Background: an optimization exercise with open tools, aiming at small area, a short achievable clock period and few clock cycles per item. Do not read the settings as production practice. Where RTL was checked, it was by simulation tests only, not by an equivalence proof against the original.

==> onyx <==
==> flow/design.v <==
    localparam SLOTS  = 16;
    localparam EW     = 33;      
    localparam logic       OP_ARM    = 1'b0;
    localparam logic       OP_EXPIRE = 1'b1;
    localparam logic [2:0] KIND_FIRE     = 3'd0;
    localparam logic [2:0] KIND_PROGRAM  = 3'd1;
    localparam logic [2:0] KIND_ACCEPTED = 3'd2;
    localparam logic [2:0] KIND_REJECTED = 3'd3;
    localparam logic [2:0] KIND_IDLE     = 3'd4;
module tmmh_front (
    input  logic           clk,
    input  logic           rst_n,
    input  logic           req_valid,
    output logic           req_ready,
    input  logic [40:0]    req_bits,
    input  logic [47:0]    now,
    input  logic           cmd_done,      
    input  logic           room_next,     
    input  logic           fin_next,      
    output logic           cmd_valid,
    output logic           cmd_arm,
    output logic [32:0]    cmd_exp,       
    output logic           cmd_sat,       
    output logic [7:0]     cmd_handle
);
    localparam SLOTS  = 16;
    localparam EW     = 33;      
    localparam logic       OP_ARM    = 1'b0;
    localparam logic       OP_EXPIRE = 1'b1;
    localparam logic [2:0] KIND_FIRE     = 3'd0;
    localparam logic [2:0] KIND_PROGRAM  = 3'd1;
    localparam logic [2:0] KIND_ACCEPTED = 3'd2;
    localparam logic [2:0] KIND_REJECTED = 3'd3;
    localparam logic [2:0] KIND_IDLE     = 3'd4;
    logic        valid_reg, valid_next;
    logic        ready_reg, ready_next;
    logic        arm_next;
    logic        arm_reg;
    logic [32:0] exp_reg;
    logic        sat_reg;
    logic [7:0]  handle_reg;
    logic        push;
    logic [32:0] low_sum;
    assign req_ready  = ready_reg;
    assign push       = req_valid && ready_reg;
    assign valid_next = push || (valid_reg && !cmd_done);
    assign arm_next   = push ? (req_bits[40] == OP_ARM) : arm_reg;
    assign ready_next = !valid_next || (room_next && (arm_next || fin_next));
    assign low_sum   = {1'b0, now[31:0]} + {1'b0, req_bits[39:8]};
    always_ff @(posedge clk or negedge rst_n)
    begin
        if (!rst_n)
        begin
            valid_reg <= 1'b0;
            ready_reg <= 1'b0;
        end
        else
        begin
            valid_reg <= valid_next;
            ready_reg <= ready_next;
        end
    end
    always_ff @(posedge clk)
    begin
        if (push)
        begin
            arm_reg    <= (req_bits[40] == OP_ARM);
            exp_reg    <= {now[32] ^ low_sum[32], low_sum[31:0]};
            sat_reg    <= low_sum[32] && (&now[47:32]);
            handle_reg <= req_bits[7:0];
        end
    end
    assign cmd_valid  = valid_reg;
    assign cmd_arm    = arm_reg;
    assign cmd_exp    = exp_reg;
    assign cmd_sat    = sat_reg;
    assign cmd_handle = handle_reg;
endmodule
module tmmh_back (
    input  logic           clk,
    input  logic           rst_n,
    input  logic           cmd_valid,
    input  logic           cmd_arm,
    input  logic [32:0]    cmd_exp,
    input  logic           cmd_sat,
    input  logic [7:0]     cmd_handle,
    output logic           cmd_done,
    output logic           room_next,
    output logic           fin_next,
    output logic [47:0]    now,
    output logic           rsp_valid,
    input  logic           rsp_ready,
    output logic [43:0]    rsp_bits
);
    localparam SLOTS  = 16;
    localparam EW     = 33;      
    localparam logic       OP_ARM    = 1'b0;
    localparam logic       OP_EXPIRE = 1'b1;
    localparam logic [2:0] KIND_FIRE     = 3'd0;
    localparam logic [2:0] KIND_PROGRAM  = 3'd1;
    localparam logic [2:0] KIND_ACCEPTED = 3'd2;
    localparam logic [2:0] KIND_REJECTED = 3'd3;
    localparam logic [2:0] KIND_IDLE     = 3'd4;
    function automatic logic less32(input logic [31:0] a, input logic [31:0] b);
        logic [31:0] lt1, eq1;
        logic [15:0] lt2, eq2;
        logic [7:0]  lt3, eq3;
        logic [3:0]  lt4, eq4;
        logic [1:0]  lt5, eq5;
        lt1 = ~a & b;
        eq1 = ~(a ^ b);
        for (int i = 0; i < 16; i++)
        begin
            lt2[i] = lt1[2*i+1] | (eq1[2*i+1] & lt1[2*i]);
            eq2[i] = eq1[2*i+1] & eq1[2*i];
        end
        for (int i = 0; i < 8; i++)
        begin
            lt3[i] = lt2[2*i+1] | (eq2[2*i+1] & lt2[2*i]);
            eq3[i] = eq2[2*i+1] & eq2[2*i];
        end
        for (int i = 0; i < 4; i++)
        begin
            lt4[i] = lt3[2*i+1] | (eq3[2*i+1] & lt3[2*i]);
            eq4[i] = eq3[2*i+1] & eq3[2*i];
        end
        for (int i = 0; i < 2; i++)
        begin
            lt5[i] = lt4[2*i+1] | (eq4[2*i+1] & lt4[2*i]);
            eq5[i] = eq4[2*i+1] & eq4[2*i];
        end
        less32 = lt5[1] | (eq5[1] & lt5[0]);
    endfunction
    logic [SLOTS-1:0] v_reg, v_next;
    logic [EW-1:0]    se_reg [0:SLOTS-1];
    logic [7:0]       sh_reg [0:SLOTS-1];
    logic [47:0]   now_reg, now_next;
    logic [31:0]   pd_reg, pd_next;
    logic          pop_reg, pop_next;      
    logic          fin_reg;                
    logic          rsp_valid_reg, rsp_valid_next;
    logic [43:0]   rsp_reg;
    logic          skid_valid_reg, skid_valid_next;
    logic [43:0]   skid_reg;
    logic          out_valid;              
    logic [43:0]   out_bits;
    logic          go;
    logic          do_arm, do_rej, exp_first, exp_empty, do_pop, do_fin;
    logic          pop_done;
    logic [EW-1:0] arm_exp;
    logic [31:0]   arm_diff;
    logic [31:0]   arm_delay;
    logic [SLOTS-1:0] le;           
    logic          head_eq;
    logic          arm_first;
    logic [48:0]   exp_sum;
    logic          tie;
    logic [EW-1:0] next_diff;
    logic [31:0]   next_delay;
    assign go        = cmd_valid && !skid_valid_reg;
    assign arm_exp   = cmd_sat ? {EW{1'b1}} : cmd_exp;
    assign arm_diff  = cmd_exp[31:0] - now_reg[31:0];
    assign arm_delay = cmd_sat ? ~now_reg[31:0] : arm_diff;
    genvar g;
    generate
        for (g = 0; g < SLOTS; g = g + 1)
        begin : g_cmp
            assign le[g] = v_reg[g] &&
                           (cmd_sat ||
                            !(cmd_exp[EW-1] ^ se_reg[g][EW-1] ^
                              less32(cmd_exp[EW-2:0], se_reg[g][EW-2:0])));
        end
    endgenerate
    assign head_eq   = (se_reg[0] == arm_exp);
    assign arm_first = !le[0] || head_eq;
    assign exp_sum    = {1'b0, now_reg} + {17'd0, pd_reg};
    assign tie        = v_reg[1] && (se_reg[1] == se_reg[0]);
    assign next_diff  = se_reg[1] - se_reg[0];
    assign next_delay = next_diff[31:0];
    assign do_arm    = go &&  cmd_arm && !v_reg[SLOTS-1];
    assign do_rej    = go &&  cmd_arm &&  v_reg[SLOTS-1];
    assign exp_first = go && !cmd_arm && !pop_reg && !fin_reg;
    assign exp_empty = exp_first && !v_reg[0];
    assign do_pop    = go && !cmd_arm && !fin_reg && v_reg[0];
    assign do_fin    = go && !cmd_arm && fin_reg;
    assign pop_done  = do_pop && (sh_reg[0] == 8'd0) && !tie;
    assign cmd_done  = do_arm || do_rej || exp_empty || do_fin || pop_done;
    assign now       = now_reg;
    always_comb
    begin
        now_next  = now_reg;
        pd_next   = pd_reg;
        pop_next  = pop_reg;
        fin_next  = fin_reg;
        out_valid = 1'b0;
        out_bits  = {KIND_IDLE, 8'd0, 32'd0, 1'b1};
        if (exp_first)
            now_next = exp_sum[48] ? 48'hFFFF_FFFF_FFFF : exp_sum[47:0];
        if (do_rej)
        begin
            out_valid = 1'b1;
            out_bits  = {KIND_REJECTED, 8'd0, 32'd0, 1'b1};
        end
        if (do_arm)
        begin
            out_valid = 1'b1;
            if (arm_first)
            begin
                pd_next  = arm_delay;
                out_bits = {KIND_PROGRAM, 8'd0, arm_delay, 1'b1};
            end
            else
                out_bits = {KIND_ACCEPTED, 8'd0, 32'd0, 1'b1};
        end
        if (exp_empty)
            out_valid = 1'b1;
        if (do_pop)
        begin
            pop_next = tie;
            if (!tie && v_reg[1])
                pd_next = next_delay;
            if (sh_reg[0] != 8'd0)
            begin
                fin_next  = !tie;
                out_valid = 1'b1;
                out_bits  = {KIND_FIRE, sh_reg[0], 32'd0, 1'b0};
            end
            else if (!tie)
            begin
                out_valid = 1'b1;
                if (v_reg[1])
                    out_bits = {KIND_PROGRAM, 8'd0, next_delay, 1'b1};
            end
        end
        if (do_fin)
        begin
            fin_next  = 1'b0;
            out_valid = 1'b1;
            if (v_reg[0])
                out_bits = {KIND_PROGRAM, 8'd0, pd_reg, 1'b1};
        end
    end
    generate
        for (g = 0; g < SLOTS; g = g + 1)
        begin : g_slot
            logic          ins_here, from_below;
            logic          v_up, v_dn;
            logic [EW-1:0] se_up, se_dn;
            logic [7:0]    sh_up, sh_dn;
            if (g == 0)
            begin : g_first
                assign ins_here   = !le[0];
                assign from_below = 1'b0;
                assign v_up       = 1'b0;
                assign se_up      = '0;
                assign sh_up      = '0;
            end
            else
            begin : g_rest
                assign ins_here   = le[g-1] && !le[g];
                assign from_below = !le[g-1];
                assign v_up       = v_reg[g-1];
                assign se_up      = se_reg[g-1];
                assign sh_up      = sh_reg[g-1];
            end
            if (g == SLOTS - 1)
            begin : g_last
                assign v_dn  = 1'b0;
                assign se_dn = se_reg[g];
                assign sh_dn = sh_reg[g];
            end
            else
            begin : g_inner
                assign v_dn  = v_reg[g+1];
                assign se_dn = se_reg[g+1];
                assign sh_dn = sh_reg[g+1];
            end
            always_comb
            begin
                v_next[g] = v_reg[g];
                if (do_arm)
                begin
                    if (ins_here)
                        v_next[g] = 1'b1;
                    else if (from_below)
                        v_next[g] = v_up;
                end
                else if (do_pop)
                    v_next[g] = v_dn;
            end
            always_ff @(posedge clk)
            begin
                if (do_arm)
                begin
                    if (ins_here)
                    begin
                        se_reg[g] <= arm_exp;
                        sh_reg[g] <= cmd_handle;
                    end
                    else if (from_below)
                    begin
                        se_reg[g] <= se_up;
                        sh_reg[g] <= sh_up;
                    end
                end
                else if (do_pop)
                begin
                    se_reg[g] <= se_dn;
                    sh_reg[g] <= sh_dn;
                end
            end
        end
    endgenerate
    assign rsp_valid = rsp_valid_reg;
    assign rsp_bits  = rsp_reg;
    always_ff @(posedge clk or negedge rst_n)
    begin
        if (!rst_n)
        begin
            v_reg          <= '0;
            now_reg        <= '0;
            pd_reg         <= '0;
            pop_reg        <= 1'b0;
            fin_reg        <= 1'b0;
            rsp_valid_reg  <= 1'b0;
            skid_valid_reg <= 1'b0;
        end
        else
        begin
            v_reg    <= v_next;
            now_reg  <= now_next;
            pd_reg   <= pd_next;
            pop_reg  <= pop_next;
            fin_reg  <= fin_next;
            rsp_valid_reg  <= rsp_valid_next;
            skid_valid_reg <= skid_valid_next;
        end
    end
    always_comb
    begin
        rsp_valid_next  = rsp_valid_reg;
        skid_valid_next = skid_valid_reg;
        if (!rsp_valid_reg || rsp_ready)
        begin
            rsp_valid_next  = skid_valid_reg || out_valid;
            skid_valid_next = 1'b0;
        end
        else if (out_valid)
            skid_valid_next = 1'b1;
    end
    assign room_next = !skid_valid_next;
    always_ff @(posedge clk)
    begin
        if (!rsp_valid_reg || rsp_ready)
            rsp_reg <= skid_valid_reg ? skid_reg : out_bits;
        if (!skid_valid_reg)
            skid_reg <= out_bits;
    end
endmodule
module timer_multiplexer_min_heap_core (
    input  logic        clk,
    input  logic        rst_n,
    input  logic        req_valid,
    output logic        req_ready,
    input  logic        req_operation,
    input  logic [31:0] req_timeout,
    input  logic [7:0]  req_callback_handle,
    output logic        rsp_valid,
    input  logic        rsp_ready,
    output logic [2:0]  rsp_kind,
    output logic [7:0]  rsp_fired_handle,
    output logic [31:0] rsp_delay_ms,
    output logic        rsp_last
);
    logic        cmd_valid;
    logic        cmd_done;
    logic        room_next;
    logic        fin_next;
    logic        cmd_arm;
    logic [32:0] cmd_exp;
    logic        cmd_sat;
    logic [7:0]  cmd_handle;
    logic [47:0] now;
    logic [40:0] req;
    logic [43:0] rsp;
    assign req = {req_operation, req_timeout, req_callback_handle};
    assign {rsp_kind, rsp_fired_handle, rsp_delay_ms, rsp_last} = rsp;
    tmmh_front u_front (
        .clk        (clk),
        .rst_n      (rst_n),
        .req_valid  (req_valid),
        .req_ready  (req_ready),
        .req_bits   (req),
        .now        (now),
        .cmd_done   (cmd_done),
        .room_next  (room_next),
        .fin_next   (fin_next),
        .cmd_valid  (cmd_valid),
        .cmd_arm    (cmd_arm),
        .cmd_exp    (cmd_exp),
        .cmd_sat    (cmd_sat),
        .cmd_handle (cmd_handle)
    );
    tmmh_back u_back (
        .clk        (clk),
        .rst_n      (rst_n),
        .cmd_valid  (cmd_valid),
        .cmd_arm    (cmd_arm),
        .cmd_exp    (cmd_exp),
        .cmd_sat    (cmd_sat),
        .cmd_handle (cmd_handle),
        .cmd_done   (cmd_done),
        .room_next  (room_next),
        .fin_next   (fin_next),
        .now        (now),
        .rsp_valid  (rsp_valid),
        .rsp_ready  (rsp_ready),
        .rsp_bits   (rsp)
    );
endmodule
==> flow/run.sh <==
#!/bin/bash
# synth_recipe.tcl (not shown) runs the flow's synth.tcl, then flattens the netlist and writes it again
# the make line also repeats each setting of config.mk as NAME=value (left out here)
make -C /OpenROAD-flow-scripts/flow DESIGN_CONFIG=/design/flow/config.mk WORK_HOME=/design/flow/orfs CLKGATE_MAP_FILE= SYNTH_SCRIPT=/design/flow/synth_recipe.tcl finish
==> flow/config.mk <==
export PLATFORM = sky130hd
export DESIGN_NAME = timer_multiplexer_min_heap_core
export DESIGN_NICKNAME = timer_multiplexer_min_heap_core
export VERILOG_FILES = /design/flow/design.v
export SDC_FILE = /design/flow/constraint.sdc
export NUM_CORES = 4
export LEC_CHECK = 0
export ABC_CLOCK_PERIOD_IN_PS = 4000
export CAP_MARGIN = 20
export CORE_MARGIN = 2
export CORE_UTILIZATION = 65
export PLACE_DENSITY = 0.8
export SETUP_SLACK_MARGIN = 2.5
export SLEW_MARGIN = 20
==> flow/constraint.sdc <==
create_clock -name core_clock -period 7.0 [get_ports {clk}]
set_input_delay 1.4000 -clock core_clock [delete_from_list [all_inputs] [get_ports {clk}]]
set_output_delay 1.4000 -clock core_clock [all_outputs]
set_load 0.01 [all_outputs]
==> inputs of ember, as changes to onyx <==
--- a/flow/design.v
+++ b/flow/design.v
@@ -15,8 +15,7 @@
     input  logic [40:0]    req_bits,
     input  logic [47:0]    now,
     input  logic           cmd_done,      
-    input  logic           room_next,     
-    input  logic           fin_next,      
+    input  logic           hold,          
     output logic           cmd_valid,
     output logic           cmd_arm,
     output logic [32:0]    cmd_exp,       
@@ -32,33 +31,24 @@
     localparam logic [2:0] KIND_ACCEPTED = 3'd2;
     localparam logic [2:0] KIND_REJECTED = 3'd3;
     localparam logic [2:0] KIND_IDLE     = 3'd4;
-    logic        valid_reg, valid_next;
-    logic        ready_reg, ready_next;
-    logic        arm_next;
+    logic        valid_reg;
     logic        arm_reg;
     logic [32:0] exp_reg;
     logic        sat_reg;
     logic [7:0]  handle_reg;
     logic        push;
     logic [32:0] low_sum;
-    assign req_ready  = ready_reg;
-    assign push       = req_valid && ready_reg;
-    assign valid_next = push || (valid_reg && !cmd_done);
-    assign arm_next   = push ? (req_bits[40] == OP_ARM) : arm_reg;
-    assign ready_next = !valid_next || (room_next && (arm_next || fin_next));
+    assign req_ready = !valid_reg || (cmd_done && !hold);
+    assign push      = req_valid && req_ready;
     assign low_sum   = {1'b0, now[31:0]} + {1'b0, req_bits[39:8]};
     always_ff @(posedge clk or negedge rst_n)
     begin
         if (!rst_n)
-        begin
             valid_reg <= 1'b0;
-            ready_reg <= 1'b0;
-        end
-        else
-        begin
-            valid_reg <= valid_next;
-            ready_reg <= ready_next;
-        end
+        else if (push)
+            valid_reg <= 1'b1;
+        else if (cmd_done)
+            valid_reg <= 1'b0;
     end
     always_ff @(posedge clk)
     begin
@@ -85,8 +75,7 @@
     input  logic           cmd_sat,
     input  logic [7:0]     cmd_handle,
     output logic           cmd_done,
-    output logic           room_next,
-    output logic           fin_next,
+    output logic           hold,
     output logic [47:0]    now,
     output logic           rsp_valid,
     input  logic           rsp_ready,
@@ -137,10 +126,10 @@
     logic [47:0]   now_reg, now_next;
     logic [31:0]   pd_reg, pd_next;
     logic          pop_reg, pop_next;      
-    logic          fin_reg;                
-    logic          rsp_valid_reg, rsp_valid_next;
+    logic          fin_reg, fin_next;      
+    logic          rsp_valid_reg;
     logic [43:0]   rsp_reg;
-    logic          skid_valid_reg, skid_valid_next;
+    logic          skid_valid_reg;
     logic [43:0]   skid_reg;
     logic          out_valid;              
     logic [43:0]   out_bits;
@@ -185,6 +174,7 @@
     assign do_fin    = go && !cmd_arm && fin_reg;
     assign pop_done  = do_pop && (sh_reg[0] == 8'd0) && !tie;
     assign cmd_done  = do_arm || do_rej || exp_empty || do_fin || pop_done;
+    assign hold      = exp_first;
     assign now       = now_reg;
     always_comb
     begin
@@ -332,23 +322,15 @@
             pd_reg   <= pd_next;
             pop_reg  <= pop_next;
             fin_reg  <= fin_next;
-            rsp_valid_reg  <= rsp_valid_next;
-            skid_valid_reg <= skid_valid_next;
-        end
-    end
-    always_comb
-    begin
-        rsp_valid_next  = rsp_valid_reg;
-        skid_valid_next = skid_valid_reg;
-        if (!rsp_valid_reg || rsp_ready)
-        begin
-            rsp_valid_next  = skid_valid_reg || out_valid;
-            skid_valid_next = 1'b0;
+            if (!rsp_valid_reg || rsp_ready)
+            begin
+                rsp_valid_reg  <= skid_valid_reg || out_valid;
+                skid_valid_reg <= 1'b0;
+            end
+            else if (out_valid)
+                skid_valid_reg <= 1'b1;
         end
-        else if (out_valid)
-            skid_valid_next = 1'b1;
     end
-    assign room_next = !skid_valid_next;
     always_ff @(posedge clk)
     begin
         if (!rsp_valid_reg || rsp_ready)
@@ -374,8 +356,7 @@
 );
     logic        cmd_valid;
     logic        cmd_done;
-    logic        room_next;
-    logic        fin_next;
+    logic        hold;
     logic        cmd_arm;
     logic [32:0] cmd_exp;
     logic        cmd_sat;
@@ -393,8 +374,7 @@
         .req_bits   (req),
         .now        (now),
         .cmd_done   (cmd_done),
-        .room_next  (room_next),
-        .fin_next   (fin_next),
+        .hold       (hold),
         .cmd_valid  (cmd_valid),
         .cmd_arm    (cmd_arm),
         .cmd_exp    (cmd_exp),
@@ -410,8 +390,7 @@
         .cmd_sat    (cmd_sat),
         .cmd_handle (cmd_handle),
         .cmd_done   (cmd_done),
-        .room_next  (room_next),
-        .fin_next   (fin_next),
+        .hold       (hold),
         .now        (now),
         .rsp_valid  (rsp_valid),
         .rsp_ready  (rsp_ready),
Settings changed: CORE_UTILIZATION 65 to 40, PLACE_DENSITY 0.8 to unset, SETUP_SLACK_MARGIN 2.5 to 3.0.
==> comparison <==
Of ember and onyx, onyx has the higher synthesized cell count (gap about 1.7%, measured against onyx). Global-route usage: onyx is higher than ember (10 points). In onyx the fmax is larger than in ember, by about 6%. Between onyx and ember, the lower die area is in onyx (gap about 38%, measured against ember). Against onyx, the sequential share of layout area of ember is lower by 5.4 points.
Testbench counts of onyx, summed over its fixed seeds: cycles 6,709, requests 4,800.
For ember, only the layout was checked, not whether the RTL still works.

-- port drivers added, routing unchanged --
Ports are ideal in the flow. The routed layouts listed here were re-timed in OpenROAD. Step 1 (the two cells are an assumption about what drives the block):
set clk [get_ports {clk}]
set_driving_cell -lib_cell sky130_fd_sc_hd__clkbuf_16 $clk
set_driving_cell -lib_cell sky130_fd_sc_hd__buf_2 [delete_from_list [all_inputs] $clk]
Step 2 moves the port delays by t, midway between the first and last clock arrival at a register: inputs arrive t later, outputs are due t later. That takes back most of the time a late clock gives input paths. Slacks: ideal ports / drivers / drivers and shift; pairs: ideal ports / drivers.
run | t (ns) | setup slack, ns | hold WS [ns] | clock arrival spread, ns
onyx | 0.764 | 2.449 / 2.449 / 1.998 | 0.470 / 0.470 / 0.470 | 0.031 / 0.031
ember | 0.793 | 2.169 / 2.169 / 2.169 | 0.456 / 0.456 / 0.456 | 0.040 / 0.040
After both steps setup and hold are still met in every run listed. The setup slack of onyx, which loses most, moves by 0.000 ns with the drivers and by -0.451 ns with both steps.
